Source: an optimization exercise on an open RTL-to-GDS flow (aim: small area, a short achievable clock period and few clock cycles per item). Production flows keep margins and buffers that such runs may drop.
At most, simulation tests tie the RTL to the original design; equivalence was not proved.

run a:
==> flow/design.v <==
module ela_stream_deinterlacer #(
  parameter int unsigned IMG_W  = 128,
  parameter int unsigned IMG_H  = 64,
  parameter int unsigned PIX_W  = 8,
  parameter int unsigned ADDR_W = 13
) (
  input  logic              clk,
  input  logic              rst,
  input  logic              ready,
  input  logic [1:0]        mode,
  input  logic [PIX_W-1:0]  in_data,
  output logic              req,
  output logic              wen,
  output logic [ADDR_W-1:0] addr,
  output logic [PIX_W-1:0]  data_wr,
  output logic              busy,
  output logic              done
);
  localparam int unsigned PW  = PIX_W;
  localparam int unsigned NW  = IMG_W;           
  localparam int unsigned TP  = NW - 3;          
  localparam int unsigned TI  = NW - 1;          
  localparam int unsigned SA  = TP;              
  localparam int unsigned NI  = 66;              
  localparam logic [6:0]  PH0 = 7'd126;          
  localparam logic [6:0]  RPH = 7'd125;          
  localparam int unsigned QB  = 3;               
  localparam int unsigned QN  = 1 << QB;
  localparam logic [3:0]  TH  = 4'(QN - 1);      
  localparam logic [3:0]  THR = 4'(QN - 2);      
  localparam logic [2:0] S_INIT = 3'd0, S_RECV = 3'd1, S_XFER = 3'd2, S_B = 3'd3, S_L = 3'd4,
                         S_END = 3'd5;
  logic [2:0] st;
  logic [4:0] rin;           
  logic [6:0] kin;           
  logic       deliv;
  logic       arr_q;
  logic [PW-1:0] in_q;
  logic       reqwant, committed, bad0, ins_last;
  logic       req_i;         
  logic       lastw;         
  logic [ADDR_W-1:0] addr_c;   
  logic [6:0] col;
  logic [3:0] cnt, cnt_n;
  logic       ok_q, okr_q, ph0;    
  logic [6:0] ph_n, col_n;
  logic [1:0] mode_q;
  logic [PW*NW-1:0]     frg;    
  logic [PW*NW-1:0]     rrg;    
  logic [6:0]           ph;     
  logic [6:0]           ins_q;  
  logic [6:0]           dins_q;  
  logic                 dly_q;  
  logic [PW-1:0]        in_qq;  
  logic [6:0]           eidx;   
  logic [PW-1:0]        edat;   
  logic                 r0acc;  
  logic [PW*QN-1:0] qf;
  logic [QB:0]      wp, rp;
  logic          v1, ela1;
  logic [PW-1:0] a1, s1a, s3a, df1, df2, df3;
  function automatic logic [PW:0] padd(input logic [PW-1:0] a, input logic [PW-1:0] b,
                                       input logic ci);
    logic [PW-1:0] g, p, g1, p1, g2, p2, g3;
    logic [PW:0]   c;
    g = a & b;
    p = a ^ b;
    g1 = g;
    p1 = p;
    for (int i = 1; i < PW; i++) begin
      g1[i] = g[i] | (p[i] & g[i-1]);
      p1[i] = p[i] & p[i-1];
    end
    g2 = g1;
    p2 = p1;
    for (int i = 2; i < PW; i++) begin
      g2[i] = g1[i] | (p1[i] & g1[i-2]);
      p2[i] = p1[i] & p1[i-2];
    end
    g3 = g2;
    for (int i = 4; i < PW; i++) begin
      g3[i] = g2[i] | (p2[i] & g2[i-4]);
    end
    c[0] = ci;
    for (int i = 0; i < PW; i++) begin
      c[i+1] = g3[i] | (((i < 4) ? p2[i] : (p2[i] & p2[(i < 4) ? 0 : i-4])) & ci);
    end
    padd = {c[PW], p ^ c[PW-1:0]};
  endfunction
  function automatic logic [PW-1:0] avg2(input logic [PW-1:0] a, input logic [PW-1:0] b);
    logic [PW:0] s;
    s = padd(a, b, 1'b0);
    avg2 = s[PW:1];
  endfunction
  function automatic logic [PW-1:0] absdiff(input logic [PW-1:0] a, input logic [PW-1:0] b);
    logic [PW:0] ab, am;
    ab = padd(a, ~b, 1'b1);
    am = padd(a, ~b, 1'b0);
    absdiff = ab[PW] ? ab[PW-1:0] : ~am[PW-1:0];
  endfunction
  function automatic logic le(input logic [PW-1:0] x, input logic [PW-1:0] y);
    logic [PW:0] t;
    t = padd(y, ~x, 1'b1);
    le = t[PW];
  endfunction
  logic [PW-1:0] um1, uc, up1, dm1, dc, dp1;
  assign up1 = frg[PW*(TP-1) +: PW];
  assign uc  = frg[PW*TP +: PW];
  assign um1 = frg[PW*(TP+1) +: PW];
  assign dp1 = rrg[PW*(TP-1) +: PW];
  assign dc  = rrg[PW*TP +: PW];
  assign dm1 = rrg[PW*(TP+1) +: PW];
  logic phase_ok, ev_x, ev_b, ev_l, ev, ins, item, a0ins, accept, set_req, reqwant_n, pop;
  assign phase_ok = ph0;
  assign ev_x  = (st == S_XFER) && phase_ok;
  assign ev_b  = (st == S_B) && phase_ok && (committed || ok_q);
  assign ev_l  = (st == S_L) && phase_ok && ok_q;
  assign ev    = ev_x | ev_b | ev_l;
  assign ins   = ((ev_x | ev_b) && (col != 7'd0)) || ins_last;
  assign item  = arr_q | ev_b | ev_l;
  assign a0ins = arr_q && (rin == 5'd0);
  assign accept = req_i && ready;
  assign pop   = ready && (wp != rp);
  always_comb begin
    set_req = 1'b0;
    if (st == S_INIT) set_req = 1'b1;
    if (deliv && ready && (kin == 7'd127) && (rin == 5'd0) && !bad0) set_req = 1'b1;
    if (ev_x && (col == 7'd127)) set_req = 1'b1;
    if (ev_b && (col == 7'd125) && (rin != 5'd31) && okr_q) set_req = 1'b1;
    if (ev_b && (col == 7'd127) && (rin != 5'd31) && !committed) set_req = 1'b1;
  end
  assign reqwant_n = (reqwant && !accept) || set_req;
  logic [3:0] cnt_a, cnt_b;
  logic       ok_a, ok_b, okr_a, okr_b;
  assign cnt_a = cnt + {3'd0, item};
  assign cnt_b = cnt + {3'd0, item} - 4'd1;
  assign ok_a  = (cnt_a <= TH);
  assign ok_b  = (cnt_b <= TH);
  assign okr_a = (cnt_a <= THR);
  assign okr_b = (cnt_b <= THR);
  assign cnt_n = pop ? cnt_b : cnt_a;
  logic r0first;    
  assign r0first = accept && !r0acc;
  assign ph_n  = r0first ? PH0 : ph + 1'b1;
  assign col_n = ev ? col + 1'b1 : col;
  always_ff @(posedge clk) begin
    for (int i = 0; i < NW; i++) begin
      if (i == 0)
        frg[PW*i +: PW] <= frg[PW*(NW-1) +: PW];
      else if (i == TI && ins)
        frg[PW*i +: PW] <= dm1;
      else if (i == SA && a0ins)
        frg[PW*i +: PW] <= in_q;
      else
        frg[PW*i +: PW] <= frg[PW*(i-1) +: PW];
    end
  end
  assign eidx = dly_q ? dins_q : ins_q;
  assign edat = dly_q ? in_qq : in_q;
  always_ff @(posedge clk) begin
    for (int i = 0; i < NW; i++) begin
      if ((((i - TP + NW) % NW) < NI) && ((((i - TP + NW) % NW) % 2) == 1) &&
          (arr_q || dly_q) && (eidx == 7'(i)))
        rrg[PW*i +: PW] <= edat;
      else
        rrg[PW*i +: PW] <= rrg[PW*((i + NW - 1) % NW) +: PW];
    end
  end
  always_ff @(posedge clk) begin
    mode_q <= mode;
    in_q   <= in_data;
    in_qq  <= in_q;
    dins_q <= ins_q + 1'b1;
  end
  always_ff @(posedge clk) begin
    if (arr_q) a1 <= in_q;
    else if (ev_l || (mode_q == 2'd2)) a1 <= uc;
    else a1 <= avg2(uc, dc);
    ela1 <= ev_b && (mode_q == 2'd1) && (col != 7'd0) && (col != 7'd127);
    df1  <= absdiff(um1, dp1);
    df2  <= absdiff(uc, dc);
    df3  <= absdiff(up1, dm1);
    s1a  <= avg2(um1, dp1);
    s3a  <= avg2(up1, dm1);
  end
  logic [PW-1:0] res, rd;
  always_comb begin
    res = a1;
    if (ela1 && !(le(df2, df1) && le(df2, df3))) res = le(df1, df3) ? s1a : s3a;
    rd = qf[PW-1:0];
    for (int i = 1; i < QN; i++) begin
      if (rp[QB-1:0] == i) rd = qf[PW*i +: PW];
    end
  end
  always_ff @(posedge clk) begin
    for (int i = 0; i < QN; i++) begin
      if (v1 && (wp[QB-1:0] == i)) qf[PW*i +: PW] <= res;
    end
    data_wr <= rd;
    addr    <= addr_c;
  end
  logic [ADDR_W-1:0] addr_n;
  always_comb begin
    addr_n = addr_c + 1'b1;
    if (addr_c[6:0] == 7'd127) begin
      if (addr_c[12:7] == 6'd0) addr_n = {6'd2, 7'd0};
      else if (!addr_c[7]) addr_n = {addr_c[12:7] - 6'd1, 7'd0};
      else if (addr_c[12:7] == 6'd61) addr_n = {6'd63, 7'd0};
      else addr_n = {addr_c[12:7] + 6'd3, 7'd0};
    end
  end
  always_ff @(posedge clk) begin
    if (rst) begin
      st        <= S_INIT;
      rin       <= '0;
      kin       <= '0;
      deliv     <= 1'b0;
      arr_q     <= 1'b0;
      dly_q     <= 1'b0;
      reqwant   <= 1'b0;
      committed <= 1'b0;
      bad0      <= 1'b0;
      ins_last  <= 1'b0;
      col       <= '0;
      cnt       <= '0;
      ok_q      <= 1'b1;
      okr_q     <= 1'b1;
      ph0       <= 1'b1;
      wp        <= '0;
      rp        <= '0;
      v1        <= 1'b0;
      req       <= 1'b0;
      req_i     <= 1'b0;
      r0acc     <= 1'b0;
      wen       <= 1'b0;
      addr_c    <= '0;
      lastw     <= 1'b0;
      busy      <= 1'b0;
      done      <= 1'b0;
    end else begin
      reqwant <= reqwant_n;
      req     <= reqwant_n && ready && (!r0acc || (ph == RPH));
      req_i   <= reqwant_n && ready && (!r0acc || (ph == RPH));
      if (accept) r0acc <= 1'b1;
      ph      <= ph_n;
      ins_q   <= 7'(TP + 2) + ph - kin;
      dly_q   <= arr_q && (ins_q[0] == TP[0]);
      arr_q   <= deliv && ready;
      if (accept) begin
        deliv <= 1'b1;
        kin   <= '0;
      end else if (deliv && ready) begin
        kin <= kin + 1'b1;
        if (kin == 7'd127) deliv <= 1'b0;
      end
      if (deliv && !ready && (kin != 7'd0) && (rin == 5'd0)) bad0 <= 1'b1;
      v1  <= item;
      cnt   <= cnt_n;
      ok_q  <= pop ? ok_b : ok_a;
      okr_q <= pop ? okr_b : okr_a;
      if (v1) wp <= wp + 1'b1;
      if (pop) rp <= rp + 1'b1;
      wen   <= pop;
      if (pop) addr_c <= addr_n;
      lastw <= pop && (addr_c == 13'd8191);
      if (lastw) begin
        done <= 1'b1;
        busy <= 1'b0;
      end
      ph0 <= (ph_n == col_n);
      col <= col_n;
      ins_last <= (ev_x || ev_b) && (col == 7'd127);
      case (st)
        S_INIT: begin
          busy <= 1'b1;
          st   <= S_RECV;
        end
        S_RECV: begin
          if (arr_q) begin
            if (!deliv) begin
              if (rin == 5'd0) begin
                if (bad0) st <= S_XFER;
                else rin <= 5'd1;
              end else begin
                st <= S_B;
              end
            end
          end
        end
        S_XFER: begin
          if (ev_x && (col == 7'd127)) begin
            st  <= S_RECV;
            rin <= 5'd1;
          end
        end
        S_B: begin
          if (ev_b && (col == 7'd125) && (rin != 5'd31) && okr_q) committed <= 1'b1;
          if (ev_b && (col == 7'd127)) begin
            committed <= 1'b0;
            if (rin == 5'd31) begin
              st <= S_L;
            end else begin
              st  <= S_RECV;
              rin <= rin + 1'b1;
            end
          end
        end
        S_L: begin
          if (ev_l && (col == 7'd127)) st <= S_END;
        end
        default: ;
      endcase
    end
  end
endmodule
Settings: LEC_CHECK=0, CAP_MARGIN=20, CORE_MARGIN=2, CORE_UTILIZATION=70, CTS_BUF_LIST=sky130_fd_sc_hd__clkbuf_16, CTS_CLUSTER_DIAMETER=55, CTS_CLUSTER_SIZE=26, SLEW_MARGIN=20; clock period 12.0 ns.
standard.sh (not shown) runs the stock make flow with config.mk's settings and CLKGATE_MAP_FILE= SYNTH_SCRIPT=/design/flow/synth_recipe.tcl, a recipe that flattens the netlist after the stock synthesis.
==> flow/flow/run.sh <==
#!/bin/bash
set -euo pipefail
MARGIN=$(cat flow/margin.txt 2>/dev/null || echo 8)
bash standard.sh SETUP_SLACK_MARGIN="$MARGIN" \
  "BUFFER_PORTS_ARGS=-buffer_cell sky130_fd_sc_hd__buf_2" finish > flow_make.log 2>&1
==> flow/flow/margin.txt <==
8.6
Run a completed end to end with timing, DRC and antenna clean.
## Diff of input files: run b against run a
-- flow/design.v --
<<< run a, line 41
  logic       lastw;         
  logic [ADDR_W-1:0] addr_c;   
  logic [6:0] col;
  logic [3:0] cnt, cnt_n;
  logic       ok_q, okr_q, ph0;    
  logic [6:0] ph_n, col_n;
  logic [1:0] mode_q;
  logic [PW*NW-1:0]     frg;    
>>> run b, line 41
  logic       lastw;         
  logic [ADDR_W-1:0] addr_c;   
  logic [6:0] col, dph;
  logic [3:0] cnt, cnt_n;
  logic       ok_q, okr_q, ph0;    
  logic [6:0] dph_n;
  logic [1:0] mode_q;
  logic [PW*NW-1:0]     frg;    
<<< run a, line 142
  logic r0first;    
  assign r0first = accept && !r0acc;
  assign ph_n  = r0first ? PH0 : ph + 1'b1;
  assign col_n = ev ? col + 1'b1 : col;
  always_ff @(posedge clk) begin
    for (int i = 0; i < NW; i++) begin
>>> run b, line 142
  logic r0first;    
  assign r0first = accept && !r0acc;
  always_comb begin
    if (r0first) dph_n = PH0;
    else if (!ev) dph_n = dph + 1'b1;
    else dph_n = dph;
  end
  always_ff @(posedge clk) begin
    for (int i = 0; i < NW; i++) begin
<<< run a, line 223
      ins_last  <= 1'b0;
      col       <= '0;
      cnt       <= '0;
      ok_q      <= 1'b1;
>>> run b, line 226
      ins_last  <= 1'b0;
      col       <= '0;
      dph       <= '0;
      cnt       <= '0;
      ok_q      <= 1'b1;
<<< run a, line 243
      req_i   <= reqwant_n && ready && (!r0acc || (ph == RPH));
      if (accept) r0acc <= 1'b1;
      ph      <= ph_n;
      ins_q   <= 7'(TP + 2) + ph - kin;
      dly_q   <= arr_q && (ins_q[0] == TP[0]);
>>> run b, line 247
      req_i   <= reqwant_n && ready && (!r0acc || (ph == RPH));
      if (accept) r0acc <= 1'b1;
      ph      <= r0first ? PH0 : ph + 1'b1;
      ins_q   <= 7'(TP + 2) + ph - kin;
      dly_q   <= arr_q && (ins_q[0] == TP[0]);
<<< run a, line 268
        busy <= 1'b0;
      end
      ph0 <= (ph_n == col_n);
      col <= col_n;
      ins_last <= (ev_x || ev_b) && (col == 7'd127);
      case (st)
>>> run b, line 272
        busy <= 1'b0;
      end
      dph <= dph_n;
      ph0 <= (dph_n == 7'd0);
      if (ev) col <= col + 1'b1;
      ins_last <= (ev_x || ev_b) && (col == 7'd127);
      case (st)
## What came out
Between run a and run b, register-to-register slack is higher for run b, run a comes in under that. Cmp run b vs run a: total length of routed met2 wires higher in run b. The flow did not stop early for run b: all stages ran, and the layout cleared the timing, design-rule and antenna checks. Per the final summary, run a finished and its layout is clean on timing, DRC and antenna. Run a vs run b, last element of the critical path: data_wr[0] vs data_wr[2]. [compare] base=run a new=run b: total area of multi-input combinational cells higher, number of distinct standard cells referenced by the synthesized netlist went up, worst hold slack decreased 0.0084 ns. The detail-routed via count per cell number comes out lower for run a vs run b.
Testbench counts of run b, summed over its fixed seeds: cycles 262,400, frames 32.
The RTL of run a was laid out without a check of its function.

## afterwards: timing with drivers on the ports
The results above use ideal ports. As a check the final layouts listed here were re-extracted and re-timed, cells and wires unchanged. Step 1 sets driving cells, clkbuf_16 on the clock port and buf_2 on the other inputs (assumed; they add their load-dependent delay and slew). Step 2, shift: input delay + t, output delay - t, t = (earliest + latest rising clock arrival at the registers) / 2. This alone moves slack from input paths to output paths. a / b / c = ideal ports / drivers / drivers and shift; a / b = the first two.
run | shift t [ns] | setup slack, ns | cell pins on the clock port's net
run a | 0.782 | 8.432 / 8.364 / 7.984 | 1
run b | 0.762 | 8.463 / 8.396 / 8.007 | 1
After both steps every run listed still meets setup and hold. The setup slack of run b, which loses most, moves by -0.067 ns with the drivers and by -0.456 ns with both steps.
